Context: an optimization exercise on an open-source flow, tuned for small area, a short achievable clock period and few clock cycles per item. The choices shown serve that exercise and are no tape-out recipe. At most, simulation tests tie the RTL to the original design; equivalence was not proved. For runs 1 to 4, only the layout was checked, not whether the RTL still works. Power is estimated from default activity; no workload was simulated.

==> design.v <==
`default_nettype none
package cmwb_pkg;
  localparam int unsigned BASE_W     = 48;
  localparam int unsigned LEN_W      = 49;
  localparam int unsigned TAG_W      = 16;
  localparam int unsigned MADDR_W    = 48;
  localparam int unsigned VIEW_W     = 32;
  localparam int unsigned CFG_DATA_W = 49;
  localparam int unsigned CFG_IDX_W  = 4;
  localparam int unsigned NUM_CNT    = 5;
  localparam logic [CFG_IDX_W-1:0] REG_TABLE_ACTIVE = 3'd0;
  localparam logic [CFG_IDX_W-1:0] REG_OLD_BASE     = 3'd1;
  localparam logic [CFG_IDX_W-1:0] REG_OLD_LENGTH   = 3'd2;
  localparam logic [CFG_IDX_W-1:0] REG_YOUNG_BASE   = 3'd3;
  localparam logic [CFG_IDX_W-1:0] REG_YOUNG_LENGTH = 3'd4;
  localparam logic [CFG_IDX_W-1:0] REG_OBJECT_TAG   = 3'd5;
  localparam logic [CFG_IDX_W-1:0] REG_STRING_TAG   = 3'd6;
  localparam logic [CFG_IDX_W-1:0] REG_BIGINT_TAG   = 3'd7;
  localparam logic [CFG_IDX_W-1:0] REG_CNT_FIRST    = 4'd8;
  localparam logic [2:0] VERDICT_NULL_HOLDER = 3'd0;
  localparam logic [2:0] VERDICT_NOT_PTR     = 3'd1;
  localparam logic [2:0] VERDICT_NOT_OLD     = 3'd2;
  localparam logic [2:0] VERDICT_NOT_YOUNG   = 3'd3;
  localparam logic [2:0] VERDICT_MARKED      = 3'd4;
  localparam int unsigned CNT_CALLS     = 0;
  localparam int unsigned CNT_NON_PTR   = 1;
  localparam int unsigned CNT_NON_OLD   = 2;
  localparam int unsigned CNT_NON_YOUNG = 3;
  localparam int unsigned CNT_MARKED    = 4;
  typedef struct packed {
    logic [63:0] holder_word;
    logic [63:0] stored_word;
  } in_word_t;
  typedef struct packed {
    logic [VIEW_W-1:0] calls_seen;
    logic [VIEW_W-1:0] non_pointer_seen;
    logic [VIEW_W-1:0] non_old_seen;
    logic [VIEW_W-1:0] non_young_seen;
    logic [VIEW_W-1:0] marked_seen;
  } counts_t;
  typedef struct packed {
    logic               mark;
    logic [MADDR_W-1:0] mark_address;
    logic [2:0]         verdict;
    logic [VIEW_W-1:0]  calls_seen;
    logic [VIEW_W-1:0]  non_pointer_seen;
    logic [VIEW_W-1:0]  non_old_seen;
    logic [VIEW_W-1:0]  non_young_seen;
    logic [VIEW_W-1:0]  marked_seen;
  } out_word_t;
  typedef struct packed {
    logic              table_active;
    logic [BASE_W-1:0] old_base;
    logic [LEN_W-1:0]  old_length;
    logic [BASE_W-1:0] young_base;
    logic [LEN_W-1:0]  young_length;
    logic [TAG_W-1:0]  object_tag;
    logic [TAG_W-1:0]  string_tag;
    logic [TAG_W-1:0]  bigint_tag;
  } cfg_t;
  typedef struct packed {
    logic holder_null;
    logic payload_set;
    logic tag_ok;
    logic old_ge;
    logic old_lt;
    logic young_ge;
    logic young_lt;
  } tests_t;
  typedef struct packed {
    logic       fire;
    logic [2:0] verdict;
  } cnt_evt_t;
endpackage
`default_nettype wire
`default_nettype none
module cmwb_gt #(
  parameter int unsigned W = 8
) (
  input  logic [W-1:0] a_i,
  input  logic [W-1:0] b_i,
  output logic         gt_o,
  output logic         ge_o
);
  localparam int unsigned N = 1 << $clog2(W);
  logic [N-1:0] g, p;
  always_comb begin
    g = '0;
    p = '1;
    g[W-1:0] = a_i & ~b_i;
    p[W-1:0] = a_i | ~b_i;
    for (int w = N; w > 1; w = w / 2) begin
      for (int i = 0; i < w / 2; i++) begin
        g[i] = g[2*i+1] | (p[2*i+1] & g[2*i]);
        p[i] = p[2*i+1] & p[2*i];
      end
    end
    gt_o = g[0];
    ge_o = g[0] | p[0];
  end
endmodule
module cmwb_range (
  input  logic [47:0] x_i,
  input  logic [47:0] base_i,
  input  logic [48:0] len_i,
  output logic        ge_o,
  output logic        lt_o
);
  logic [49:0] b, l, nx, s, c;
  logic        unused_gt, unused_ge;
  always_comb begin
    b  = {2'b00, base_i};
    l  = {1'b0, len_i};
    nx = ~{2'b00, x_i};
    s  = b ^ l ^ nx;
    c  = (b & l) | (b & nx) | (l & nx);
  end
  cmwb_gt #(.W(51)) u_lt (
    .a_i({c, 1'b0}), .b_i({1'b0, ~s}), .gt_o(lt_o), .ge_o(unused_ge)
  );
  cmwb_gt #(.W(48)) u_ge (
    .a_i(x_i), .b_i(base_i), .gt_o(unused_gt), .ge_o(ge_o)
  );
endmodule
module cmwb_classify_a (
  input  logic [47:0] holder_i,
  input  logic [15:0] tag_i,
  input  logic [47:0] payload_i,
  input  logic [47:0] old_base_i,
  input  logic [48:0] old_len_i,
  input  logic [47:0] young_base_i,
  input  logic [48:0] young_len_i,
  input  logic [2:0]  tag_set_i,
  input  logic [15:0] tag0_i,
  input  logic [15:0] tag1_i,
  input  logic [15:0] tag2_i,
  output cmwb_pkg::tests_t tests_o
);
  cmwb_range u_old (
    .x_i(holder_i), .base_i(old_base_i), .len_i(old_len_i),
    .ge_o(tests_o.old_ge), .lt_o(tests_o.old_lt)
  );
  cmwb_range u_young (
    .x_i(payload_i), .base_i(young_base_i), .len_i(young_len_i),
    .ge_o(tests_o.young_ge), .lt_o(tests_o.young_lt)
  );
  always_comb begin
    tests_o.holder_null = (holder_i == '0);
    tests_o.payload_set = (payload_i != '0);
    tests_o.tag_ok = (tag_i == '0) ||
                     (tag_set_i[0] && (tag_i == tag0_i)) ||
                     (tag_set_i[1] && (tag_i == tag1_i)) ||
                     (tag_set_i[2] && (tag_i == tag2_i));
  end
endmodule
module cmwb_classify_b (
  input  cmwb_pkg::tests_t tests_i,
  input  logic             active_i,
  input  logic             old_len_set_i,
  input  logic             young_len_set_i,
  output logic [2:0]       verdict_o
);
  logic is_ptr, holder_old, ptr_young;
  always_comb begin
    is_ptr     = tests_i.payload_set && tests_i.tag_ok;
    holder_old = old_len_set_i && tests_i.old_ge && tests_i.old_lt;
    ptr_young  = young_len_set_i && tests_i.young_ge && tests_i.young_lt;
    if (tests_i.holder_null) begin
      verdict_o = cmwb_pkg::VERDICT_NULL_HOLDER;
    end else if (!is_ptr) begin
      verdict_o = cmwb_pkg::VERDICT_NOT_PTR;
    end else if (!active_i || !holder_old) begin
      verdict_o = cmwb_pkg::VERDICT_NOT_OLD;
    end else if (!ptr_young) begin
      verdict_o = cmwb_pkg::VERDICT_NOT_YOUNG;
    end else begin
      verdict_o = cmwb_pkg::VERDICT_MARKED;
    end
  end
endmodule
`default_nettype wire
`default_nettype none
module cmwb_counters (
  input  logic        clk_i,
  input  logic        rst_ni,
  input  logic        fire_i,
  input  logic [2:0]  verdict_i,
  input  logic [4:0]  load_i,
  input  logic [31:0] load_data_i,
  output logic [4:0][31:0] cnt_o
);
  logic [31:0] cnt_q [5];
  logic [4:0]  hit;
  always_comb begin
    hit[cmwb_pkg::CNT_CALLS]     = 1'b1;
    hit[cmwb_pkg::CNT_NON_PTR]   = (verdict_i == cmwb_pkg::VERDICT_NOT_PTR);
    hit[cmwb_pkg::CNT_NON_OLD]   = (verdict_i == cmwb_pkg::VERDICT_NOT_OLD);
    hit[cmwb_pkg::CNT_NON_YOUNG] = (verdict_i == cmwb_pkg::VERDICT_NOT_YOUNG);
    hit[cmwb_pkg::CNT_MARKED]    = (verdict_i == cmwb_pkg::VERDICT_MARKED);
  end
  logic [31:0] ones [5];
  always_comb begin
    for (int i = 0; i < 5; i++) begin
      ones[i][0] = 1'b1;
      for (int j = 1; j < 32; j++) ones[i][j] = ones[i][j-1] & cnt_q[i][j-1];
    end
  end
  always_ff @(posedge clk_i or negedge rst_ni) begin
    if (!rst_ni) begin
      for (int i = 0; i < 5; i++) cnt_q[i] <= '0;
    end else begin
      for (int i = 0; i < 5; i++) begin
        cnt_q[i] <= load_i[i] ? load_data_i
                              : cnt_q[i] ^ (ones[i] & {32{fire_i && hit[i]}});
      end
    end
  end
  always_comb for (int i = 0; i < 5; i++) cnt_o[i] = cnt_q[i];
endmodule
`default_nettype wire
`default_nettype none
module card_marking_write_barrier #(
  parameter int unsigned ADDR_BITS  = 48,
  parameter int unsigned COUNT_BITS = 32
) (
  input  logic                              clk_i,
  input  logic                              rst_ni,
  input  logic                              cfg_we_i,
  input  logic [cmwb_pkg::CFG_IDX_W-1:0]    cfg_index_i,
  input  logic [cmwb_pkg::CFG_DATA_W-1:0]   cfg_data_i,
  input  logic                              in_valid_i,
  output logic                              in_stall_o,
  input  cmwb_pkg::in_word_t                in_data_i,
  output logic                              out_valid_o,
  input  logic                              out_stall_i,
  output cmwb_pkg::out_word_t               out_data_o
);
  logic        active_q;
  logic [47:0] old_base_q, young_base_q;
  logic [48:0] old_len_q, young_len_q;
  logic        old_len_set_q, young_len_set_q;
  logic [15:0] tag0_q, tag1_q, tag2_q;
  logic [2:0]  tag_set_q;
  logic              a_valid_q;
  cmwb_pkg::tests_t  a_tests_q;
  logic [47:0]       a_holder_q;
  logic        o_valid_q;
  logic [2:0]  o_verdict_q;
  logic [47:0] o_addr_q;
  logic              o_load, a_load;
  cmwb_pkg::tests_t  tests;
  logic [2:0]        verdict;
  logic [4:0]        cnt_load;
  logic [4:0][31:0]  cnt;
  assign o_load     = !o_valid_q || !out_stall_i;
  assign a_load     = !a_valid_q || o_load;
  assign in_stall_o = !a_load;
  always_ff @(posedge clk_i or negedge rst_ni) begin
    if (!rst_ni) begin
      active_q        <= 1'b0;
      old_base_q      <= '0;
      young_base_q    <= '0;
      old_len_set_q   <= 1'b0;
      young_len_set_q <= 1'b0;
      tag_set_q       <= '0;
    end else if (cfg_we_i) begin
      case (cfg_index_i)
        4'd0: active_q        <= cfg_data_i[0];
        4'd1: old_base_q      <= cfg_data_i[47:0];
        4'd2: old_len_set_q   <= 1'b1;
        4'd3: young_base_q    <= cfg_data_i[47:0];
        4'd4: young_len_set_q <= 1'b1;
        4'd5: tag_set_q[0]    <= 1'b1;
        4'd6: tag_set_q[1]    <= 1'b1;
        4'd7: tag_set_q[2]    <= 1'b1;
        default: ;
      endcase
    end
  end
  always_ff @(posedge clk_i) begin
    if (cfg_we_i) begin
      case (cfg_index_i)
        4'd2: old_len_q   <= cfg_data_i[48:0];
        4'd4: young_len_q <= cfg_data_i[48:0];
        4'd5: tag0_q      <= cfg_data_i[15:0];
        4'd6: tag1_q      <= cfg_data_i[15:0];
        4'd7: tag2_q      <= cfg_data_i[15:0];
        default: ;
      endcase
    end
  end
  always_ff @(posedge clk_i or negedge rst_ni) begin
    if (!rst_ni) begin
      a_valid_q <= 1'b0;
      o_valid_q <= 1'b0;
    end else begin
      if (a_load) a_valid_q <= in_valid_i;
      if (o_load) o_valid_q <= a_valid_q;
    end
  end
  always_ff @(posedge clk_i) begin
    if (a_load) begin
      a_tests_q  <= tests;
      a_holder_q <= in_data_i.holder_word[47:0];
    end
    if (o_load) begin
      o_verdict_q <= verdict;
      o_addr_q    <= (verdict == cmwb_pkg::VERDICT_MARKED) ? a_holder_q : '0;
    end
  end
  cmwb_classify_a u_classify_a (
    .holder_i    (in_data_i.holder_word[47:0]),
    .tag_i       (in_data_i.stored_word[63:48]),
    .payload_i   (in_data_i.stored_word[47:0]),
    .old_base_i  (old_base_q),
    .old_len_i   (old_len_q),
    .young_base_i(young_base_q),
    .young_len_i (young_len_q),
    .tag_set_i   (tag_set_q),
    .tag0_i      (tag0_q),
    .tag1_i      (tag1_q),
    .tag2_i      (tag2_q),
    .tests_o     (tests)
  );
  cmwb_classify_b u_classify_b (
    .tests_i        (a_tests_q),
    .active_i       (active_q),
    .old_len_set_i  (old_len_set_q),
    .young_len_set_i(young_len_set_q),
    .verdict_o      (verdict)
  );
  always_comb begin
    for (int i = 0; i < 5; i++) begin
      cnt_load[i] = cfg_we_i && (cfg_index_i == 4'(8 + i));
    end
  end
  cmwb_counters u_counters (
    .clk_i      (clk_i),
    .rst_ni     (rst_ni),
    .fire_i     (a_valid_q && o_load),
    .verdict_i  (verdict),
    .load_i     (cnt_load),
    .load_data_i(cfg_data_i[31:0]),
    .cnt_o      (cnt)
  );
  assign out_valid_o                 = o_valid_q;
  assign out_data_o.mark             = o_verdict_q[2];
  assign out_data_o.mark_address     = o_addr_q;
  assign out_data_o.verdict          = o_verdict_q;
  assign out_data_o.calls_seen       = cnt[cmwb_pkg::CNT_CALLS];
  assign out_data_o.non_pointer_seen = cnt[cmwb_pkg::CNT_NON_PTR];
  assign out_data_o.non_old_seen     = cnt[cmwb_pkg::CNT_NON_OLD];
  assign out_data_o.non_young_seen   = cnt[cmwb_pkg::CNT_NON_YOUNG];
  assign out_data_o.marked_seen      = cnt[cmwb_pkg::CNT_MARKED];
endmodule
`default_nettype wire
==> flow/run.sh <==
#!/bin/bash
# The standard layout, with plain buffers on the ports and without the
# delay cells as buffers; every tool's output goes to standard.log and ORFS's logs
set -uo pipefail
DU="sky130_fd_sc_hd__probe_p_8 sky130_fd_sc_hd__probec_p_8 sky130_fd_sc_hd__lpflow_*"
DU="$DU sky130_fd_sc_hd__clkdlybuf4s* sky130_fd_sc_hd__dlygate* sky130_fd_sc_hd__dlymetal*"
bash standard.sh "DONT_USE_CELLS=$DU" \
  "BUFFER_PORTS_ARGS=-buffer_cell sky130_fd_sc_hd__buf_1" finish > standard.log 2>&1
==> standard.sh <==
#!/bin/bash
# synth_recipe.tcl (not shown) runs the flow's synth.tcl, then flattens the netlist and writes it again
# the make line also repeats each setting of config.mk as NAME=value (left out here)
make -C /OpenROAD-flow-scripts/flow DESIGN_CONFIG=/design/flow/config.mk WORK_HOME=/design/flow/orfs CLKGATE_MAP_FILE= SYNTH_SCRIPT=/design/flow/synth_recipe.tcl "${@:-finish}"
==> config.mk <==
export PLATFORM = sky130hd
export DESIGN_NAME = card_marking_write_barrier
export DESIGN_NICKNAME = card_marking_write_barrier
export VERILOG_FILES = /design/flow/design.v
export SDC_FILE = /design/flow/constraint.sdc
export NUM_CORES = 4
export LEC_CHECK = 0
export CAP_MARGIN = 20
export CORE_MARGIN = 2
export CORE_UTILIZATION = 40
export SETUP_SLACK_MARGIN = 4.5
export SLEW_MARGIN = 20
==> constraint.sdc <==
create_clock -name core_clock -period 7.5 [get_ports {clk_i}]
set_input_delay 1.5000 -clock core_clock [delete_from_list [all_inputs] [get_ports {clk_i}]]
set_output_delay 1.5000 -clock core_clock [all_outputs]
set_load 0.01 [all_outputs]
==> notes.md, run 1 <==
* Status: no timing/DRC/antenna violations
* Switching Share at 32.3%
* Clock share of power at 32.6%
* GP Congestion at 0.895
* Crit-path max FO at 4
* Chip height at 261 µm
* FF+latch count, synth at 516
* Leakage at 13.0 nW
* I/O pin count at 400
* 1st-iter DRT viols at 1450
* Final Hold Vio Count at 0
* Yosys warning count at 9
* Post-synth cell types at 68
* Clk root buf: clkbuf_16
* HP Class: reg2reg
* Clk latency of the worst-skew pair at 630 ps
* Pin count of the biggest net entering global routing at 112
* Worst Max-Slew Pin Slew at 1180 ps
* Worst EP arrival at 3900 ps
* Setup-failing EPs final at 0
* Peak VDD IR at 0.194 mV
* CTS max path bufs at 3
* CTS H-tree lvls at 2
* Util after Layout at 50.1%
* Syn Area/Cell at 11.5 µm²
* Drt drc at 0
* Site Rows at 94
* Setup_tns at 0 ps
* Register area share after synthesis at 53.4%
* Combinational fraction of design power at 24.0%
* Hold path start: young_len_set_q$_DFFE_PN0P_
* Worst r2r src: a_valid_q$_DFFE_PN0N_
* Post-synthesis cell area at 26500 µm²
* RSZ-0062 raised after global routing: yes
* Vias in the first global route at 20199
* Total Wirelength at 83.3 mm
* Area Growth Syn to Fin at 24.3%
* Final WS setup at 4090 ps
* Routed len/inst at 22.2 µm
* CP endpoint kind: flip-flop
* Nets@finish at 3115
* First-pass GRT wire length at 123 mm
* CTS tree: built
* Max Clock Freq at 0.293 GHz
* Part of the power in registers at 43.5%
* CP required at 7980 ps
* Via count at 19942
* Cell internal pwr at 0.00600 W
* Slew HR at 21.0%
* FFs w/ async S/R, synth at 51.2%
* EDFF count, synth at 252
* Fin crit period at 3410 ps
* Setup CP Type: in2reg
* GRT Total Usage at 23.9%
* Reg2Reg Capture Point: u_counters.cnt_q[4][31]$_DFF_PN0_
* Starting Density at 40.3%
* Post-Place Cells at 3521
* Number of port buffers at 383
* TritonCTS buffer count at 56
* Slew Viols, Final at 0
* Share of cells above drive strength 1 at 19.4%
* Post-route insts no fill at 3746
* Drt first pass iters at 5
* Startpoint types: primary input
* Critical Path Source: in_data_i[104]
* Overflow after GRT at 0
* Synthesized Nets at 2597
* Tcrit/Tclk final at 45.5%
* P_sw at 0.00287 W
* Core Area at 65700 µm²
* Hold depth at 1
* Setup Skew at 37.4 ps
* Initial antenna violation count at 14
* R2r setup slk at 4500 ps
* Vias per inst at 5.32
* Pre-CTS setup slack at 3020 ps
* WHS Endpoint: young_len_set_q$_DFFE_PN0P_
* Clock slew at reported path FFs at 60 ps
* Gate Count Post-Synth at 2312
* Cells on worst reg2reg path at 10
* MaxCap Viol Count at 0
* Sink Count at 516
* Pwr dens at 269 nW/µm²
* Area of the die at 68400 µm²
* DP HPWL at 57.9 mm
* Post-DRT Antenna Nets at 0
* Ys flop type: dfrtp_1
* Floorplan die width at 261 µm
## final cells by class
class                   instances  area [µm²]
fillers                      5904       32800
repair buffers                508        2460
clock buffers                  79        1620
diodes                          4        10.0
clock inverters                27         310
inverters                     258         976
multi-input cells            1490       12300
flip-flops and latches        516       14200
well taps                     864        1080
## flip-flops by register name, summed over array words and instances (netlist names), 3 cells and up
register and flops:
young_len_q 49, tag1_q 16, u_counters.cnt_q 160, a_holder_q 48, old_len_q 49, o_addr_q 48, tag_set_q 3, tag2_q 16
a_tests_q 7, young_base_q 48, tag0_q 16, old_base_q 48, o_verdict_q 3
## power groups by stage
stage	logic, W	registers, W	clock network [W]
after floorplan	0.00117	0.00389	0
after global placement	0.00194	0.00384	0
after detailed placement	0.00199	0.00387	0
after CTS	0.00208	0.00383	0.00295
after global routing	0.00235	0.00391	0.00304
final	0.00213	0.00385	0.00289
## cells by family (layout without fill, tap and decap cells)
kind of cell,after synthesis,count (layout),share of synthesized area (%)
compound gates,342,342,7.90
xor+xnor,199,199,6.57
fa+ha+maj,173,173,10.1
buf+inv,314,872,4.48
simple gates,663,671,13.0
flops,516,516,53.4
other cells,0,4,0
mux,105,105,4.45
## worst max path at each step
stage | slack (ps) | cells past startpoint | endpoint
after detailed placement | 3020 | 10 | u_counters.cnt_q[4][30]$_DFF_PN0_
after CTS | 4110 | 4 | in_stall_o
after global placement | 3040 | 10 | u_counters.cnt_q[4][30]$_DFF_PN0_
after global routing | 4000 | 11 | a_tests_q[2]$_DFFE_PN_
final | 4090 | 11 | a_tests_q[2]$_DFFE_PN_
after floorplan | 3770 | 10 | a_tests_q[2]$_DFFE_PN_
## cells in the final DEF (no fill, tap or decap), drive strengths merged, types with 94 or more instances in the layout
cell type / instances
buf: 499
dfrtp: 264
inv: 259
edfxtp: 252
nand2: 234
o21ai: 149
xnor2: 120
mux2: 103
nor2: 97
fa: 94
## synthesized netlist by cell type, types with 66 or more instances
cell | number | area share, %
dfrtp_1 | 264 | 25
inv_1 | 257 | 3.6
edfxtp_1 | 252 | 29
nand2_1 | 234 | 3.3
o21ai_0 | 148 | 2.8
xnor2_1 | 120 | 4.0
mux2_2 | 103 | 4.4
fa_1 | 94 | 7.1
nor2_1 | 92 | 1.3
xor2_1 | 79 | 2.6
maj3_1 | 74 | 2.8
and3_1 | 66 | 1.6
## repair_timing
action                                  4_1_cts  5_1_grt
endpoints found under the setup margin      146      216
setup buffers                                76       31
cloned                                        6        2
resized for setup                           166      172
pin swaps                                    95       90
hold buffers                                  0        0
## worst max-delay path, cell delays in order
cell and delay, ps:
buf_2 130, fa_1 450, nand2b_4 150, maj3_2 290
maj3_2 290, maj3_2 290, maj3_2 300, a21oi_2 150
o21ai_2 100, o2111ai_2 80, a211o_1 140
## metal layers
metal / global-route usage (%) / vias to the layer above / routed length (µm)
li1: - / 9137 / -
met5: 0 / - / 64
met4: 10.1 / 10 / 3650
met1: 30.3 / 9957 / 33700
met3: 5.94 / 175 / 6340
met2: 38.9 / 663 / 39500
## per-stage QoR
stage / instance area [µm²] / hold WS (ps) / total power (W)
global route: 33000 / 493 / 0.00930
floorplan: 26900 / 439 / 0.00505
global placement: 29300 / 456 / 0.00579
CTS: 32200 / 468 / 0.00885
finish: 33000 / 469 / 0.00886
detailed placement: 29300 / 452 / 0.00585
==> run 2, diff against run 1 <==
--- a/design.v
+++ b/design.v
@@ -200,8 +200,15 @@
   end
   logic [31:0] ones [5];
+  logic [7:0]  grp  [5];
+  logic [8:0]  carry [5];
   always_comb begin
     for (int i = 0; i < 5; i++) begin
-      ones[i][0] = 1'b1;
-      for (int j = 1; j < 32; j++) ones[i][j] = ones[i][j-1] & cnt_q[i][j-1];
+      for (int k = 0; k < 8; k++) grp[i][k] = &cnt_q[i][4*k +: 4];
+      carry[i][0] = fire_i && hit[i];
+      for (int k = 1; k < 9; k++) carry[i][k] = carry[i][k-1] & grp[i][k-1];
+      for (int k = 0; k < 8; k++) begin
+        ones[i][4*k] = carry[i][k];
+        for (int j = 1; j < 4; j++) ones[i][4*k+j] = ones[i][4*k+j-1] & cnt_q[i][4*k+j-1];
+      end
     end
   end
@@ -212,5 +219,5 @@
       for (int i = 0; i < 5; i++) begin
         cnt_q[i] <= load_i[i] ? load_data_i
-                              : cnt_q[i] ^ (ones[i] & {32{fire_i && hit[i]}});
+                              : cnt_q[i] ^ ones[i];
       end
     end
@@ -246,4 +253,5 @@
   logic [47:0]       a_holder_q;
   logic        o_valid_q;
+  logic        full_q;
   logic [2:0]  o_verdict_q;
   logic [47:0] o_addr_q;
@@ -254,6 +262,6 @@
   logic [4:0][31:0]  cnt;
   assign o_load     = !o_valid_q || !out_stall_i;
-  assign a_load     = !a_valid_q || o_load;
-  assign in_stall_o = !a_load;
+  assign a_load     = !(full_q && out_stall_i);
+  assign in_stall_o = full_q && out_stall_i;
   always_ff @(posedge clk_i or negedge rst_ni) begin
     if (!rst_ni) begin
@@ -294,7 +302,9 @@
       a_valid_q <= 1'b0;
       o_valid_q <= 1'b0;
+      full_q    <= 1'b0;
     end else begin
       if (a_load) a_valid_q <= in_valid_i;
       if (o_load) o_valid_q <= a_valid_q;
+      full_q <= (a_load ? in_valid_i : a_valid_q) && (o_load ? a_valid_q : o_valid_q);
     end
   end
==> run 2 against run 1 <==
Against the previous run: setup slack lost 110 ps; critical path depth shrank 1; combinational power is essentially flat; global-route usage shrank 1.6 points; core utilization grew 0.27 points; non-clock buffer count shrank 36; sequential share of layout area is essentially flat; sequential power is essentially flat; largest cell class unchanged; largest power group unchanged.
==> notes.md, run 2 <==
* Post-Place Cells at 3260 (was 3521)
* Core Area at 65500 µm² (was 65700 µm²)
* Peak VDD IR at 0.177 mV (was 0.194 mV)
* Final WS setup at 3980 ps (was 4090 ps)
* CTS max path bufs at 3 (unchanged)
* Multi-input gate area at 12700 µm² (was 12300 µm²)
* I/O pin count at 400 (unchanged)
* Via count at 18154 (was 19942)
* Part of the power in registers at 43.5% (about the same)
* GRT Total Usage at 22.3% (was 23.9%)
* Tcrit/Tclk final at 46.9% (was 45.5%)
* Most common cell after layout, fill and taps aside: buf_1 (unchanged)
* Pwr dens at 267 nW/µm² (was 269 nW/µm²)
* Setup_tns at 0 ps (unchanged)
* CP endpoint kind: flip-flop (unchanged)
* Startpoint types: primary input (unchanged)
* Floorplan die width at 261 µm (about the same)
* EDFF count, synth at 252 (unchanged)
* Post-synthesis cell area at 26300 µm² (was 26500 µm²)
* GP Congestion at 0.918 (was 0.895)
* Worst Path Buf+Inv at 1 (unchanged)
* Drt first pass iters at 7 (was 5)
* Max reg flops at 160 (unchanged)
* Setup Skew at 34.9 ps (was 37.4 ps)
* Final Hold Vio Count at 0 (unchanged)
* Yosys top cell area share at 28.7% (was 28.5%)
* CP required at 7850 ps (was 7980 ps)
* First-pass GRT wire length at 114 mm (was 123 mm)
* Slew HR at 23.0% (was 21.0%)
* Setup CP Type: in2reg (unchanged)
* Fin crit period at 3520 ps (was 3410 ps)
* Site Rows at 94 (unchanged)
* Largest Register: u_counters.cnt_q (unchanged)
* Overflow after GRT at 0 (unchanged)
* 1st-iter DRT viols at 1092 (was 1450)
* Clk latency of the worst-skew pair at 620 ps (was 630 ps)
* Share of cells above drive strength 1 at 23.8% (was 19.4%)
* Top post-synthesis cells by count: dfrtp_1, inv_1, edfxtp_1 (unchanged)
* Cell internal pwr at 0.00608 W (was 0.00600 W)
* Number of port buffers at 383 (unchanged)
* Vias in the first global route at 18973 (was 20199)
* Largest cells by area after synthesis: edfxtp_1, dfrtp_1, mux2_2 (was edfxtp_1, dfrtp_1, fa_1)
* Gate Count Post-Synth at 2035 (was 2312)
* Syn Area/Cell at 12.9 µm² (was 11.5 µm²)
* Vias per inst at 5.27 (was 5.32)
* CTS Hold Bufs at 0 (unchanged)
* DP HPWL at 55.2 mm (was 57.9 mm)
* Total Wirelength at 77.5 mm (was 83.3 mm)
* Register area share after synthesis at 53.9% (was 53.4%)
* RSZ-0062 raised after global routing: yes (unchanged)
* Most frequent cells in the layout: buf_1, dfrtp_1, edfxtp_1, inv_1, mux2_2 (was buf_1, dfrtp_1, edfxtp_1, inv_1, nand2_1)
* Synth area leader: edfxtp_1 (unchanged)
* Critical-path top delay cell: fa_1 (unchanged)
* CTS tree: built (unchanged)
* Chip height at 261 µm (about the same)
* Sink Count at 517 (was 516)
* Clock share of power at 32.3% (was 32.6%)
* Max incr delay on CP at 510 ps (was 450 ps)
* Top-count cell post-synth: dfrtp_1 (unchanged)
* Yosys warning count at 11 (was 9)
* Switching Share at 31.0% (was 32.3%)
* Pre-CTS setup slack at 3080 ps (was 3020 ps)
* Drt drc at 0 (unchanged)
* P_sw at 0.00273 W (was 0.00287 W)
* Leakage at 13.2 nW (was 13.0 nW)
* Area Growth Syn to Fin at 25.4% (was 24.3%)
* FFs w/ async S/R, synth at 51.3% (was 51.2%)
* Post-synth cell types at 63 (was 68)
* Status: no timing/DRC/antenna violations (unchanged)
* MaxCap Viol Count at 0 (unchanged)
* Ys flop type: dfrtp_1 (unchanged)
* Top delay family on crit path: adder cells (unchanged)
* Setup-failing EPs final at 0 (unchanged)
* Register area at 14200 µm² (about the same)
* Clock slew at reported path FFs at 50 ps (was 60 ps)
* Post-DRT Antenna Nets at 0 (unchanged)
* Worst Max-Slew Pin Slew at 1150 ps (was 1180 ps)
* Crit path cell chain: buf_2 -> fa_1 -> nor2_1 -> maj3_1 -> maj3_2 -> nand2_1 -> o21ai_2 -> o2111ai_2 -> o221ai_2 -> a2111o_1 (was buf_2 -> fa_1 -> nand2b_4 -> maj3_2 -> maj3_2 -> maj3_2 -> maj3_2 -> a21oi_2 -> o21ai_2 -> o2111ai_2 -> a211o_1)
* Worst EP arrival at 3870 ps (was 3900 ps)
* Slew Viols, Final at 0 (unchanged)
* TritonCTS buffer count at 56 (unchanged)
* Crit-path max FO at 5 (was 4)
* Max Clock Freq at 0.284 GHz (was 0.293 GHz)
* Post-route insts no fill at 3447 (was 3746)
* CTS H-tree lvls at 2 (unchanged)
* Clk root buf: clkbuf_16 (unchanged)
* Synthesized Nets at 2435 (was 2597)
* Top Registers: u_counters.cnt_q: 160 flops, old_len_q: 49 flops, young_len_q: 49 flops (unchanged)
* Pin count of the biggest net entering global routing at 121 (was 112)
* Fillers at 5745 (was 5904)
* Starting Density at 40.2% (was 40.3%)
* Combinational fraction of design power at 24.2% (was 24.0%)
* Area of the die at 67900 µm² (was 68400 µm²)
* Initial antenna violation count at 16 (was 14)
* Routed len/inst at 22.5 µm (was 22.2 µm)
* HP Class: reg2reg (unchanged)
* FF+latch count, synth at 517 (was 516)
* Nets@finish at 2932 (was 3115)
-- run 2: changes by cell type after synthesis, sizes merged, moves of 40 or more --
cell / delta
and2: +40
and3: -62
mux2: +115
nand2: -154
ha: +115
o21ai: -99
xor2: -79
-- run 2: final timing paths --
path,from,end,slack (ps),depth (start not counted)
min in group asynchronous,rst_ni,u_counters.cnt_q[2][29]$_DFF_PN0_,1020,1
max,in_data_i[68],a_tests_q[2]$_DFFE_PN_,3980,10
max in group asynchronous,rst_ni,u_counters.cnt_q[2][8]$_DFF_PN0_,5110,2
min,tag_set_q[1]$_DFFE_PN0P_,tag_set_q[1]$_DFFE_PN0P_,470,1
max reg2reg,active_q$_DFFE_PN0P_,u_counters.cnt_q[3][30]$_DFF_PN0_,4260,12
min reg2reg,tag_set_q[1]$_DFFE_PN0P_,tag_set_q[1]$_DFFE_PN0P_,470,1
-- run 2: power by group through the flow --
stage	clock network [W]	registers, W	logic (W)
4_1_cts	0.00292	0.00380	0.00207
6_report	0.00284	0.00383	0.00213
2_1_floorplan	0	0.00387	0.00114
5_1_grt	0.00303	0.00389	0.00236
3_3_place_gp	0	0.00380	0.00191
3_5_place_dp	0	0.00383	0.00197
-- run 2: stage by stage --
stage	instance area, µm²	utilization, %	total power, W	hold WS [ps]
final	33000	50.4	0.00881	470
after global routing	33000	50.4	0.00928	484
after CTS	32200	49.1	0.00880	470
after detailed placement	29200	44.6	0.00580	458
after global placement	29200	44.6	0.00571	452
after floorplan	26700	-	0.00501	439
-- run 2: kinds of logic after synthesis --
logic type	synth area share, %
flip-flops	53.9
AND/OR/NAND/NOR	8.93
buffers and inverters	4.18
adder cells (fa/ha/maj)	14.8
AO/OA/AOI/OAI	5.88
multiplexers	9.33
XOR/XNOR	2.93
-- run 2: worst register-to-register path: cells and delay by family (launching register included) --
| kind | cells | cell delay, ps |
|---|---|---|
| fa+ha+maj | 3 | 530 |
| simple gates | 6 | 1710 |
| mux | 1 | 260 |
| flops | 1 | 430 |
| buf+inv | 2 | 180 |
-- run 2: routing by layer --
layer	up-vias	wire (µm)	track usage, %
met5	-	124	0
met4	20	2400	8.06
met3	142	4810	5.24
met2	511	38200	37.1
met1	9202	32000	28.3
li1	8279	-	-
-- run 2: what timing repair did --
action	4_1_cts	5_1_grt
cloned	2	2
setup endpoints to repair	131	116
pin swaps	60	60
buffers inserted	51	22
gates resized for setup	191	155
-- run 2: layout make-up --
cell class	instances	area share, %
Timing Repair Buffer	472	6.40
Tap cell	864	3.27
Clock buffer	82	4.91
Multi-Input combinational cell	1230	38.6
Antenna cell	4	0.0303
Sequential cell	517	43.0
Inverter	255	2.92
Clock inverter	23	0.845
==> run 3, diff against run 2 <==
==> flow/run.sh (replaced) <==
#!/bin/bash
# The standard layout, with plain buffers on the ports, without the delay
# cells as buffers, and a clock tree of smaller buffers without dummy loads;
# every tool's output goes to standard.log and ORFS's logs
set -uo pipefail
DU="sky130_fd_sc_hd__probe_p_8 sky130_fd_sc_hd__probec_p_8 sky130_fd_sc_hd__lpflow_*"
DU="$DU sky130_fd_sc_hd__clkdlybuf4s* sky130_fd_sc_hd__dlygate* sky130_fd_sc_hd__dlymetal*"
CTS="-sink_clustering_enable -repair_clock_nets -dont_use_dummy_load"
CTS="$CTS -buf_list {sky130_fd_sc_hd__clkbuf_4 sky130_fd_sc_hd__clkbuf_8} -sink_clustering_size 20"
bash standard.sh "DONT_USE_CELLS=$DU" \
  "BUFFER_PORTS_ARGS=-buffer_cell sky130_fd_sc_hd__buf_1" \
  "CTS_ARGS=$CTS" finish > standard.log 2>&1
==> run 3 against run 2 <==
Against the previous run: global-route usage grew 0.18 points; still clean on timing, DRC and antenna; synthesized cell count unchanged; sequential cell count unchanged; highest routed layer unchanged.
==> notes.md, run 3 <==
* WHS Endpoint: old_len_set_q$_DFFE_PN0P_ (was tag_set_q[1]$_DFFE_PN0P_)
* Setup-failing EPs final at 0 (unchanged)
* Most frequent cells in the layout: buf_1, dfrtp_1, edfxtp_1, inv_1, mux2_2 (unchanged)
* Vias in the first global route at 19051 (was 18973)
* Post-DRT Antenna Nets at 0 (unchanged)
* Initial antenna violation count at 16 (unchanged)
* Fin crit period at 3490 ps (was 3520 ps)
* Gate Count Post-Synth at 2035 (unchanged)
* Combinational fraction of design power at 26.3% (was 24.2%)
* Max Clock Freq at 0.286 GHz (was 0.284 GHz)
* P_sw at 0.00261 W (was 0.00273 W)
* Setup Skew at 82.2 ps (was 34.9 ps)
* Register area share after synthesis at 53.9% (unchanged)
* Worst Max-Slew Pin Slew at 1190 ps (was 1150 ps)
* Overflow after GRT at 0 (unchanged)
* Largest Register: u_counters.cnt_q (unchanged)
* Pin count of the biggest net entering global routing at 121 (unchanged)
* Top-count cell post-synth: dfrtp_1 (unchanged)
* Cell internal pwr at 0.00540 W (was 0.00608 W)
* Reg2Reg Capture Point: u_counters.cnt_q[3][26]$_DFF_PN0_ (was u_counters.cnt_q[3][30]$_DFF_PN0_)
* Status: no timing/DRC/antenna violations (unchanged)
* HP Class: reg2reg (unchanged)
* Area Growth Syn to Fin at 22.2% (was 25.4%)
* FFs w/ async S/R, synth at 51.3% (unchanged)
* Via count at 18165 (was 18154)
* TritonCTS buffer count at 89 (was 56)
* Cells on worst reg2reg path at 12 (unchanged)
* Share of cells above drive strength 1 at 23.1% (was 23.8%)
* Clk latency of the worst-skew pair at 690 ps (was 620 ps)
* R2r setup slk at 4220 ps (was 4260 ps)
* EDFF count, synth at 252 (unchanged)
* Most common cell after layout, fill and taps aside: buf_1 (unchanged)
* Peak VDD IR at 0.152 mV (was 0.177 mV)
* Syn Area/Cell at 12.9 µm² (unchanged)
* GP Congestion at 0.918 (unchanged)
* Post-synthesis cell area at 26300 µm² (unchanged)
* Max reg flops at 160 (unchanged)
* I/O pin count at 400 (unchanged)
* Core Area at 65500 µm² (unchanged)
* CTS tree: built (unchanged)
* Number of port buffers at 383 (unchanged)
* 1st-iter DRT viols at 963 (was 1092)
* Worst r2r src: a_tests_q[2]$_DFFE_PN_ (was active_q$_DFFE_PN0P_)
* CP endpoint kind: flip-flop (unchanged)
* Site Rows at 94 (unchanged)
* Clock share of power at 26.0% (was 32.3%)
* MaxCap Viol Count at 0 (unchanged)
* Vias per inst at 5.29 (was 5.27)
* Top post-synthesis cells by count: dfrtp_1, inv_1, edfxtp_1 (unchanged)
* Starting Density at 40.2% (unchanged)
* Part of the power in registers at 47.8% (was 43.5%)
* Post-synth cell types at 63 (unchanged)
* Chip height at 261 µm (unchanged)
* CTS max path bufs at 3 (unchanged)
* Slew Viols, Final at 0 (unchanged)
* Setup CP Type: in2reg (unchanged)
* Critical Path Source: in_data_i[68] (unchanged)
* First-pass GRT wire length at 114 mm (about the same)
* Ys flop type: dfrtp_1 (unchanged)
* Drt first pass iters at 8 (was 7)
* CTS H-tree lvls at 3 (was 2)
* Hold path start: old_len_set_q$_DFFE_PN0P_ (was tag_set_q[1]$_DFFE_PN0P_)
* Setup_tns at 0 ps (unchanged)
* GRT Total Usage at 22.4% (was 22.3%)
* Crit-path max FO at 5 (unchanged)
* Pwr dens at 249 nW/µm² (was 267 nW/µm²)
* Clock slew at reported path FFs at 60 ps (was 50 ps)
* Yosys top cell area share at 28.7% (unchanged)
* Drt drc at 0 (unchanged)
* Floorplan die width at 261 µm (unchanged)
* Min Hold Slack at 472 ps (was 470 ps)
* Sink Count at 517 (unchanged)
* Leakage at 12.9 nW (was 13.2 nW)
* RSZ-0062 raised after global routing: yes (unchanged)
* Final Hold Vio Count at 0 (unchanged)
* CP required at 7890 ps (was 7850 ps)
* Switching Share at 32.6% (was 31.0%)
* Nets@finish at 2965 (was 2932)
* DP HPWL at 55.2 mm (unchanged)
* Yosys warning count at 11 (unchanged)
* Clk root buf: clkbuf_8 (was clkbuf_16)
* Top Registers: u_counters.cnt_q: 160 flops, old_len_q: 49 flops, young_len_q: 49 flops (unchanged)
* Area of the die at 67900 µm² (unchanged)
* Synth area leader: edfxtp_1 (unchanged)
* Total Wirelength at 77.0 mm (was 77.5 mm)
* Synthesized Nets at 2435 (unchanged)
* FF+latch count, synth at 517 (unchanged)
* Hold depth at 1 (unchanged)
* Slew HR at 20.8% (was 23.0%)
* Largest cells by area after synthesis: edfxtp_1, dfrtp_1, mux2_2 (unchanged)
* CTS Hold Bufs at 0 (unchanged)
* Startpoint types: primary input (unchanged)
* Worst EP arrival at 3880 ps (was 3870 ps)
* Routed len/inst at 22.4 µm (was 22.5 µm)
* Tcrit/Tclk final at 46.6% (was 46.9%)
[run 3: area by class of cell]
class                           count  area [µm²]
Fill cell                        5836       33400
Sequential cell                   517       14200
Multi-Input combinational cell   1229       12600
Timing Repair Buffer              473        2110
Clock buffer                       89        1220
Tap cell                          864        1080
Inverter                          255         967
Antenna cell                        5        12.5
[run 3: power groups by stage]
| stage | clock (W) | combinational (W) | sequential, W |
|---|---|---|---|
| final | 0.00208 | 0.00211 | 0.00383 |
| after global routing | 0.00227 | 0.00234 | 0.00388 |
| after CTS | 0.00216 | 0.00206 | 0.00380 |
| after detailed placement | 0 | 0.00197 | 0.00383 |
| after global placement | 0 | 0.00191 | 0.00380 |
| after floorplan | 0 | 0.00114 | 0.00387 |
[run 3: worst max-delay path by stage]
stage | cells past startpoint | endpoint | slack, ps
2_1_floorplan | 9 | a_tests_q[2]$_DFFE_PN_ | 3710
3_3_place_gp | 13 | u_counters.cnt_q[1][30]$_DFF_PN0_ | 3110
3_5_place_dp | 13 | u_counters.cnt_q[1][30]$_DFF_PN0_ | 3080
4_1_cts | 10 | a_tests_q[2]$_DFFE_PN_ | 4130
5_1_grt | 15 | a_tests_q[2]$_DFFE_PN_ | 3990
6_report | 10 | a_tests_q[2]$_DFFE_PN_ | 4010
[run 3: kinds of logic (layout without fill, tap and decap cells)]
kind of cell / Yosys count / in the layout / synth area share [%]
AOI/OAI and AO/OA: 221 / 221 / 5.88
xor gates and xnor gates: 88 / 88 / 2.93
adders and majority gates: 265 / 265 / 14.8
buffers and inverters: 292 / 817 / 4.18
DFF: 517 / 517 / 53.9
muxes: 218 / 218 / 9.33
other: 0 / 5 / 0
and+or+nand+nor: 434 / 437 / 8.93
[run 3: routing by layer]
layer	track usage, %	wire length [µm]	vias to the layer above
li1	-	-	8284
met1	28.1	31700	9145
met2	37.3	37500	556
met3	5.53	5150	160
met4	9.08	2570	20
met5	0	127	-
[run 3: critical path, cell delays in order]
cell,delay [ps]
buf_2,130
fa_1,510
nor2_1,60
maj3_1,380
maj3_2,330
nand2_1,110
o21ai_2,100
o2111ai_2,220
o221ai_2,160
a2111o_1,380
[run 3: metrics by stage]
stage / instance area [µm²] / total power, W / cells / setup WS, ps / utilization (%)
2_1_floorplan: 26700 / 0.00501 / 2035 / 3710 / -
3_3_place_gp: 29200 / 0.00571 / 3260 / 3110 / 44.6
3_5_place_dp: 29200 / 0.00580 / 3260 / 3080 / 44.6
4_1_cts: 31400 / 0.00803 / 3403 / 4130 / 47.9
5_1_grt: 32200 / 0.00849 / 3430 / 3990 / 49.1
6_report: 32200 / 0.00801 / 3432 / 4010 / 49.1
[run 3: timing repair]
item	in CTS	in global routing
endpoints found under the setup margin	120	102
resized for setup	170	134
gates cloned	2	1
pin swaps	49	61
hold endpoints to repair	0	0
setup buffers	52	22
==> run 4, diff against run 3 <==
--- a/design.v
+++ b/design.v
@@ -186,4 +186,5 @@
   input  logic        fire_i,
   input  logic [2:0]  verdict_i,
+  input  logic        cfg_we_i,
   input  logic [4:0]  load_i,
   input  logic [31:0] load_data_i,
@@ -191,5 +192,12 @@
 );
   logic [31:0] cnt_q [5];
+  logic [4:0]  zero_q;
   logic [4:0]  hit;
+  logic [4:0]  en;
+  logic [31:0] data;
+  logic [31:0] ones [5];
+  logic [7:0]  grp  [5];
+  logic [8:0]  carry [5];
+  logic [31:0] next [5];
   always_comb begin
     hit[cmwb_pkg::CNT_CALLS]     = 1'b1;
@@ -199,11 +207,9 @@
     hit[cmwb_pkg::CNT_MARKED]    = (verdict_i == cmwb_pkg::VERDICT_MARKED);
   end
-  logic [31:0] ones [5];
-  logic [7:0]  grp  [5];
-  logic [8:0]  carry [5];
+  assign data = cfg_we_i ? load_data_i : '0;
   always_comb begin
     for (int i = 0; i < 5; i++) begin
       for (int k = 0; k < 8; k++) grp[i][k] = &cnt_q[i][4*k +: 4];
-      carry[i][0] = fire_i && hit[i];
+      carry[i][0] = 1'b1;
       for (int k = 1; k < 9; k++) carry[i][k] = carry[i][k-1] & grp[i][k-1];
       for (int k = 0; k < 8; k++) begin
@@ -211,16 +217,23 @@
         for (int j = 1; j < 4; j++) ones[i][4*k+j] = ones[i][4*k+j-1] & cnt_q[i][4*k+j-1];
       end
+      en[i] = load_i[i] || (fire_i && (hit[i] || zero_q[i]));
+      if (load_i[i] || zero_q[i]) next[i] = {data[31:1], load_i[i] ? data[0] : hit[i]};
+      else                        next[i] = cnt_q[i] ^ ones[i];
     end
   end
   always_ff @(posedge clk_i or negedge rst_ni) begin
     if (!rst_ni) begin
-      for (int i = 0; i < 5; i++) cnt_q[i] <= '0;
+      zero_q <= '1;
     end else begin
       for (int i = 0; i < 5; i++) begin
-        cnt_q[i] <= load_i[i] ? load_data_i
-                              : cnt_q[i] ^ ones[i];
+        if (load_i[i] || fire_i) zero_q[i] <= 1'b0;
       end
     end
   end
+  always_ff @(posedge clk_i) begin
+    for (int i = 0; i < 5; i++) begin
+      if (en[i]) cnt_q[i] <= next[i];
+    end
+  end
   always_comb for (int i = 0; i < 5; i++) cnt_o[i] = cnt_q[i];
 endmodule
@@ -253,8 +266,7 @@
   logic [47:0]       a_holder_q;
   logic        o_valid_q;
-  logic        full_q;
   logic [2:0]  o_verdict_q;
   logic [47:0] o_addr_q;
-  logic              o_load, a_load;
+  logic              o_load, a_load, accept;
   cmwb_pkg::tests_t  tests;
   logic [2:0]        verdict;
@@ -262,6 +274,7 @@
   logic [4:0][31:0]  cnt;
   assign o_load     = !o_valid_q || !out_stall_i;
-  assign a_load     = !(full_q && out_stall_i);
-  assign in_stall_o = full_q && out_stall_i;
+  assign a_load     = !a_valid_q || o_load;
+  assign in_stall_o = out_stall_i;
+  assign accept     = in_valid_i && !out_stall_i;
   always_ff @(posedge clk_i or negedge rst_ni) begin
     if (!rst_ni) begin
@@ -302,9 +315,7 @@
       a_valid_q <= 1'b0;
       o_valid_q <= 1'b0;
-      full_q    <= 1'b0;
     end else begin
-      if (a_load) a_valid_q <= in_valid_i;
+      if (a_load) a_valid_q <= accept;
       if (o_load) o_valid_q <= a_valid_q;
-      full_q <= (a_load ? in_valid_i : a_valid_q) && (o_load ? a_valid_q : o_valid_q);
     end
   end
@@ -349,4 +360,5 @@
     .rst_ni     (rst_ni),
     .fire_i     (a_valid_q && o_load),
+    .cfg_we_i   (cfg_we_i),
     .verdict_i  (verdict),
     .load_i     (cnt_load),
==> run 4 against run 3 <==
Against the previous run: synthesized area grew 0.67%; final area shrank 3.2%; setup slack gained 110 ps; highest routed layer unchanged; combinational power shrank 36%; final cell count grew 1.1%; still clean; critical endpoint is now a_tests_q[1]$_DFFE_PP_.
==> notes.md, run 4 <==
* Top post-synthesis cells by count: edfxtp_1, nand2_1, o21ai_0 (was dfrtp_1, inv_1, edfxtp_1)
* Grt met2 use at 36.9% (was 37.3%)
* Routed len/inst at 23.3 µm (was 22.4 µm)
* Register area share after synthesis at 57.0% (was 53.9%)
* Yosys warning count at 12 (was 11)
* TritonCTS buffer count at 93 (was 89)
* Most common cell after layout, fill and taps aside: edfxtp_1 (was buf_1)
* Nets@finish at 3000 (was 2965)
* 1st-iter DRT viols at 1583 (was 963)
* RSZ-0062 raised after global routing: yes (unchanged)
* Drt drc at 0 (unchanged)
* Starting Density at 40.4% (was 40.2%)
* Met1 GRT Util at 30.0% (was 28.1%)
* Synthesized Nets at 2515 (was 2435)
* CTS H-tree lvls at 3 (unchanged)
* CP required at 7840 ps (was 7890 ps)
* Largest Register: u_counters.cnt_q (unchanged)
* Setup_tns at 0 ps (unchanged)
* Ys flop type: edfxtp_1 (was dfrtp_1)
* I/O pin count at 400 (unchanged)
* Fillers at 6001 (was 5836)
* Post-DRT Antenna Nets at 0 (unchanged)
* Setup CP Type: in2reg (unchanged)
* Vias per inst at 5.48 (was 5.29)
* Power Total at 0.00705 W (was 0.00801 W)
* Crit-path max FO at 2 (was 5)
* Worst Max-Slew Pin Slew at 1090 ps (was 1190 ps)
* FF+latch count, synth at 521 (was 517)
* Worst EP arrival at 3720 ps (was 3880 ps)
* Overflow after GRT at 0 (unchanged)
* Most frequent cells in the layout: edfxtp_1, buf_1, nand2_1, o21ai_0, inv_1 (was buf_1, dfrtp_1, edfxtp_1, inv_1, mux2_2)
* Via count at 19004 (was 18165)
* Post-synth cell types at 64 (was 63)
* Peak VDD IR at 0.125 mV (was 0.152 mV)
* Chip height at 261 µm (about the same)
* Startpoint types: primary input (unchanged)
* Top Registers: u_counters.cnt_q: 160 flops, old_len_q: 49 flops, young_len_q: 49 flops (unchanged)
* Status: no timing/DRC/antenna violations (unchanged)
* Final WS setup at 4120 ps (was 4010 ps)
* CTS max path bufs at 3 (unchanged)
* Layer with the highest usage: met2 (unchanged)
* Core Area at 65600 µm² (was 65500 µm²)
* Syn Area/Cell at 12.5 µm² (was 12.9 µm²)
* Vias in the first global route at 19009 (was 19051)
* CP endpoint kind: flip-flop (unchanged)
* Share of cells above drive strength 1 at 13.1% (was 23.1%)
* Setup Skew at 46.0 ps (was 82.2 ps)
* Slew HR at 26.7% (was 20.8%)
* R2r setup slk at 4650 ps (was 4220 ps)
* Floorplan die width at 261 µm (about the same)
* HP Class: reg2reg (unchanged)
* Gate Count Post-Synth at 2120 (was 2035)
* Fin crit period at 3380 ps (was 3490 ps)
* Post-synthesis cell area at 26500 µm² (was 26300 µm²)
* Clk root buf: clkbuf_8 (unchanged)
* Min Hold Slack at 469 ps (was 472 ps)
* GRT Total Usage at 23.2% (was 22.4%)
* Site Rows at 94 (unchanged)
* Area Growth Syn to Fin at 17.5% (was 22.2%)
* Initial antenna violation count at 11 (was 16)
* Yosys top cell area share at 46.7% (was 28.7%)
* Total Wirelength at 80.9 mm (was 77.0 mm)
* Util after Layout at 47.4% (was 49.1%)
* Leakage at 12.1 nW (was 12.9 nW)
* FFs w/ async S/R, synth at 20.9% (was 51.3%)
* Pre-CTS setup slack at 2920 ps (was 3080 ps)
* Met3 Use GR at 6.20% (was 5.53%)
* CTS Hold Bufs at 0 (unchanged)
* First-pass GRT wire length at 117 mm (was 114 mm)
* DP HPWL at 57.9 mm (was 55.2 mm)
* Top-count cell post-synth: edfxtp_1 (was dfrtp_1)
* CTS tree: built (unchanged)
* Drt first pass iters at 6 (was 8)
* Synth area leader: edfxtp_1 (unchanged)
* Clock slew at reported path FFs at 60 ps (about the same)
* Pin count of the biggest net entering global routing at 65 (was 121)
* Largest cells by area after synthesis: edfxtp_1, dfrtp_1, fa_1 (was edfxtp_1, dfrtp_1, mux2_2)
* Slew Viols, Final at 0 (unchanged)
* Setup-failing EPs final at 0 (unchanged)
* GP Congestion at 0.932 (was 0.918)
* Tcrit/Tclk final at 45.1% (was 46.6%)
* MaxCap Viol Count at 0 (unchanged)
* Pwr dens at 227 nW/µm² (was 249 nW/µm²)
* Number of port buffers at 383 (unchanged)
* Sink Count at 521 (was 517)
* Max Clock Freq at 0.296 GHz (was 0.286 GHz)
* Area of the die at 68300 µm² (was 67900 µm²)
* Clk latency of the worst-skew pair at 680 ps (was 690 ps)
* EDFF count, synth at 412 (was 252)
* Final Hold Vio Count at 0 (unchanged)
* Max reg flops at 160 (unchanged)
-- run 4: cell types whose count changed after synthesis, sizes merged, moves of 99 or more --
cell    change
mux2      -135
edfxtp    +160
inv        -99
dfrtp     -161
nand2     +161
o21ai     +155
-- run 4: cell type report --
type | count | area [µm²] | share of cell area [%]
inverters | 156 | 606 | 1.94
well taps | 864 | 1080 | 3.47
clock buffers | 93 | 1280 | 4.11
diodes | 4 | 10.0 | 0.0321
flip-flops and latches | 521 | 15100 | 48.5
multi-input cells | 1400 | 11200 | 35.8
repair buffers | 433 | 1900 | 6.10
-- run 4: worst paths after layout --
check                                            startpoint                                end  cells after the start
setup / recovery                               in_data_i[0]             a_tests_q[1]$_DFFE_PP_                      9
hold reg to reg                    tag_set_q[0]$_DFFE_PN0P_           tag_set_q[0]$_DFFE_PN0P_                      1
min in group asynchronous                            rst_ni       young_base_q[41]$_DFFE_PN0P_                      1
max in group asynchronous                            rst_ni        young_base_q[0]$_DFFE_PN0P_                      2
setup reg to reg           u_counters.cnt_q[4][0]$_DFFE_PP_  u_counters.cnt_q[4][31]$_DFFE_PP_                     11
hold / removal                     tag_set_q[0]$_DFFE_PN0P_           tag_set_q[0]$_DFFE_PN0P_                      1
-- run 4: per-stage QoR --
step | cells | cell area [µm²]
floorplan | 2120 | 26800
global placement | 3337 | 29200
detailed placement | 3338 | 29200
CTS | 3447 | 30800
global route | 3470 | 31100
finish | 3471 | 31100
-- run 4: per-layer routing --
metal | wire length [µm] | share of wire [%]
met5 | 65 | 0.080
met4 | 3180 | 3.9
met3 | 6910 | 8.5
met2 | 37600 | 46
met1 | 33100 | 41
-- run 4: critical path: stages --
cell      delay [ps]
buf_6             90
nand2b_4         120
maj3_2           290
maj3_2           290
maj3_2           310
maj3_2           300
maj3_2           310
o211ai_1         300
nand4_1          190
-- run 4: timing repair --
action	4_1_cts	5_1_grt
endpoints found under the setup margin	344	216
cloned	7	3
buffers inserted	9	16
gates resized for setup	66	43
pin swaps	27	27
hold endpoints to repair	0	0
-- run 4: cell families after synthesis --
group                    Yosys count  synth area share [%]
multiplexers                      84                  3.57
buffers and inverters            209                  2.99
AO/OA/AOI/OAI                    421                  9.69
AND/OR/NAND/NOR                  557                  10.1
XOR/XNOR                          88                  2.91
adder cells (fa/ha/maj)          240                  13.7
flip-flops                       521                  57.0
-- run 4: power by group --
part / leakage [nW] / internal [W] / switching, W
Sequential: 5.24 / 0.00337 / 0.000207
Clock: 0.669 / 0.00108 / 0.00105
Combinational: 6.19 / 0.000573 / 0.000771
==> run 5, diff against run 4 <==
--- a/design.v
+++ b/design.v
@@ -83,5 +83,5 @@
   output logic         ge_o
 );
-  localparam int unsigned N = 1 << $clog2(W);
+  localparam int unsigned N = 64;   
   logic [N-1:0] g, p;
   always_comb begin
==> run 5 against run 4 <==
Against the previous run: clock-buffer cell count stayed put; synthesized area unchanged; wire length did not move; maximum frequency did not move; non-clock buffer count is the same; sequential share of layout area unchanged; power unchanged; critical path type unchanged.
==> notes.md, run 5 <==
* GP Congestion at 0.932 (unchanged)
* TritonCTS buffer count at 93 (unchanged)
* FFs w/ async S/R, synth at 20.9% (unchanged)
* Chip height at 261 µm (unchanged)
* Setup CP Type: in2reg (unchanged)
* Leakage at 12.1 nW (unchanged)
* Util after Layout at 47.4% (unchanged)
* CTS tree: built (unchanged)
* FF+latch count, synth at 521 (unchanged)
* Routed len/inst at 23.3 µm (unchanged)
* Area of the die at 68300 µm² (unchanged)
* Fin crit period at 3380 ps (unchanged)
* Fillers at 6001 (unchanged)
* Largest cells by area after synthesis: edfxtp_1, dfrtp_1, fa_1 (unchanged)
* Drt first pass iters at 6 (unchanged)
* Syn Area/Cell at 12.5 µm² (unchanged)
* Area Growth Syn to Fin at 17.5% (unchanged)
* Vias in the first global route at 19009 (unchanged)
* Via count at 19004 (unchanged)
* Ys flop type: edfxtp_1 (unchanged)
* Post-synthesis cell area at 26500 µm² (unchanged)
* Max Clock Freq at 0.296 GHz (unchanged)
* I/O pin count at 400 (unchanged)
* Vias per inst at 5.48 (unchanged)
* Tcrit/Tclk final at 45.1% (unchanged)
* Yosys top cell area share at 46.7% (unchanged)
* DP HPWL at 57.9 mm (unchanged)
* Clock slew at reported path FFs at 60 ps (about the same)
* DR WL met3 at 6.91 mm (unchanged)
* CTS max path bufs at 3 (unchanged)
* EDFF count, synth at 412 (unchanged)
* Status: no timing/DRC/antenna violations (unchanged)
* Largest Register: u_counters.cnt_q (unchanged)
* Most frequent cells in the layout: edfxtp_1, buf_1, nand2_1, o21ai_0, inv_1 (unchanged)
* Initial antenna violation count at 11 (unchanged)
* Setup Skew at 46.0 ps (unchanged)
* HP Class: reg2reg (unchanged)
* RSZ-0062 raised after global routing: yes (unchanged)
* Met2 Wirelength at 37.6 mm (unchanged)
* Pin count of the biggest net entering global routing at 65 (unchanged)
* Slew Viols, Final at 0 (unchanged)
* Startpoint types: primary input (unchanged)
* Top post-synthesis cells by count: edfxtp_1, nand2_1, o21ai_0 (unchanged)
* Core Area at 65600 µm² (unchanged)
* Worst EP arrival at 3720 ps (about the same)
* Floorplan die width at 261 µm (unchanged)
* Overflow after GRT at 0 (unchanged)
* Drt drc at 0 (unchanged)
* Most common cell after layout, fill and taps aside: edfxtp_1 (unchanged)
* Slew HR at 26.7% (unchanged)
* Post-DRT Antenna Nets at 0 (unchanged)
* Top Registers: u_counters.cnt_q: 160 flops, old_len_q: 49 flops, young_len_q: 49 flops (unchanged)
* Site Rows at 94 (unchanged)
* Top-count cell post-synth: edfxtp_1 (unchanged)
* Top Layer Used: met5 (unchanged)
* CP endpoint kind: flip-flop (unchanged)
* Crit-path max FO at 2 (unchanged)
* Post-synth cell types at 64 (unchanged)
* Clk root buf: clkbuf_8 (unchanged)
* CTS Hold Bufs at 0 (unchanged)
* Clk latency of the worst-skew pair at 680 ps (about the same)
* CP required at 7840 ps (about the same)
* 1st-iter DRT viols at 1583 (unchanged)
* Nets@finish at 3000 (unchanged)
* Share of cells above drive strength 1 at 13.1% (unchanged)
* Setup_tns at 0 ps (unchanged)
* GRT Total Usage at 23.2% (unchanged)
* Gate Count Post-Synth at 2120 (unchanged)
* Synth area leader: edfxtp_1 (unchanged)
* Max reg flops at 160 (unchanged)
* First-pass GRT wire length at 117 mm (unchanged)
* MaxCap Viol Count at 0 (unchanged)
* Total Wirelength at 80.9 mm (unchanged)
* Starting Density at 40.4% (unchanged)
* CTS H-tree lvls at 3 (unchanged)
* Yosys warning count at 12 (unchanged)
* Final Hold Vio Count at 0 (unchanged)
* Number of port buffers at 383 (unchanged)
* Sink Count at 521 (unchanged)
* Met1 wire length at 33.1 mm (unchanged)
* Register area share after synthesis at 57.0% (unchanged)
* Setup-failing EPs final at 0 (unchanged)
* Peak VDD IR at 0.125 mV (unchanged)
* Worst Max-Slew Pin Slew at 1090 ps (unchanged)
* Synthesized Nets at 2515 (unchanged)
* Pwr dens at 227 nW/µm² (unchanged)
==> run 5: cell counts after synthesis <==
Identical to the previous run, type by type.
==> run 5: cells by family after synthesis <==
group	count (synthesis)	share of synthesized area, %
simple gates	557	10.1
flops	521	57.0
fa+ha+maj	240	13.7
mux	84	3.57
buf+inv	209	2.99
xor+xnor	88	2.91
compound gates	421	9.69
==> run 5: final timing paths <==
check	start	end	slack, ps	depth (start not counted)
worst max register to register	u_counters.cnt_q[4][0]$_DFFE_PP_	u_counters.cnt_q[4][31]$_DFFE_PP_	4650	11
worst min-delay path	tag_set_q[0]$_DFFE_PN0P_	tag_set_q[0]$_DFFE_PN0P_	470	1
worst min register to register	tag_set_q[0]$_DFFE_PN0P_	tag_set_q[0]$_DFFE_PN0P_	470	1
worst max-delay path	in_data_i[0]	a_tests_q[1]$_DFFE_PP_	4120	9
min in group asynchronous	rst_ni	young_base_q[41]$_DFFE_PN0P_	930	1
max in group asynchronous	rst_ni	young_base_q[0]$_DFFE_PN0P_	5120	2
==> run 5: layer usage <==
layer | GRT usage, % | vias up
met2 | 36.9 | 738
met5 | 0 | -
met1 | 30.0 | 9373
met3 | 6.20 | 169
met4 | 9.71 | 10
li1 | - | 8714
==> run 5: metrics by stage <==
stage,hold WS [ps],power [W],instance area (µm²),cells,worst slack [ps]
2_1_floorplan,439,0.00443,26800,2120,3880
3_3_place_gp,455,0.00485,29200,3337,3000
3_5_place_dp,454,0.00488,29200,3338,2920
4_1_cts,470,0.00709,30800,3447,4160
5_1_grt,492,0.00742,31100,3470,4080
6_report,469,0.00705,31100,3471,4120
==> run 5: final cells by class <==
cell class | instances | area (µm²) | area share, %
flip-flops and latches | 521 | 15100 | 48.5
multi-input cells | 1400 | 11200 | 35.8
repair buffers | 433 | 1900 | 6.10
clock buffers | 93 | 1280 | 4.11
well taps | 864 | 1080 | 3.47
inverters | 156 | 606 | 1.94
diodes | 4 | 10.0 | 0.0321
==> run 5: critical path: stages <==
cell and delay (ps):
buf_6 90, nand2b_4 120, maj3_2 290, maj3_2 290
maj3_2 310, maj3_2 300, maj3_2 310, o211ai_1 300
nand4_1 190
==> run 5: power by group <==
part | internal [W] | total, W | switching, W
Clock | 0.00108 | 0.00213 | 0.00105
Combinational | 0.000573 | 0.00134 | 0.000771
Sequential | 0.00337 | 0.00357 | 0.000207
==> run 5: timing repair <==
item,4_1_cts,5_1_grt
hold endpoints to repair,0,0
pin swaps,27,27
gates resized for setup,66,43
setup buffers,9,16
endpoints found under the setup margin,344,216
cloned,7,3
Testbench counts of run 5, summed over its fixed seeds: cycles 16,016, items 16,000.

==> re-timing with driven ports <==
In the flow no input, the clock included, has a driving cell. The finished layouts below were timed again as built, in two steps. Step 1, drivers: a clkbuf_16 drives clk_i and a buf_2 each remaining input, both assumed. Step 2 adds t to the input delays and takes it off the output delays; t is the mean of the earliest and latest rising clock arrival at the registers after step 1. Input paths then give back, and output paths get back, about the clock's delay inside the block. Slacks: no drivers / after step 1 / after step 2; pairs: no drivers / after step 1.
| run | shift t [ns] | setup slack, ns | hold WS [ns] | worst register clock-pin slew, ns | pins driven straight from the clock port |
|---|---|---|---|---|---|
| run 1 | 0.671 | 4.086 / 4.053 / 3.441 | 0.469 / 0.469 / 0.469 | 0.06 / 0.06 | 1 |
| run 2 | 0.663 | 3.979 / 3.973 / 3.335 | 0.470 / 0.470 / 0.470 | 0.06 / 0.06 | 1 |
| run 3 | 0.704 | 4.008 / 3.974 / 3.319 | 0.472 / 0.472 / 0.472 | 0.06 / 0.06 | 1 |
| run 4 | 0.710 | 4.118 / 4.142 / 3.432 | 0.469 / 0.469 / 0.469 | 0.06 / 0.06 | 1 |
| run 5 | 0.710 | 4.118 / 4.142 / 3.432 | 0.469 / 0.469 / 0.469 | 0.06 / 0.06 | 1 |
After both steps setup and hold are still met in every run listed. For run 3, which loses most, drivers alone change the setup slack by -0.034 ns; drivers and shift together by -0.689 ns.
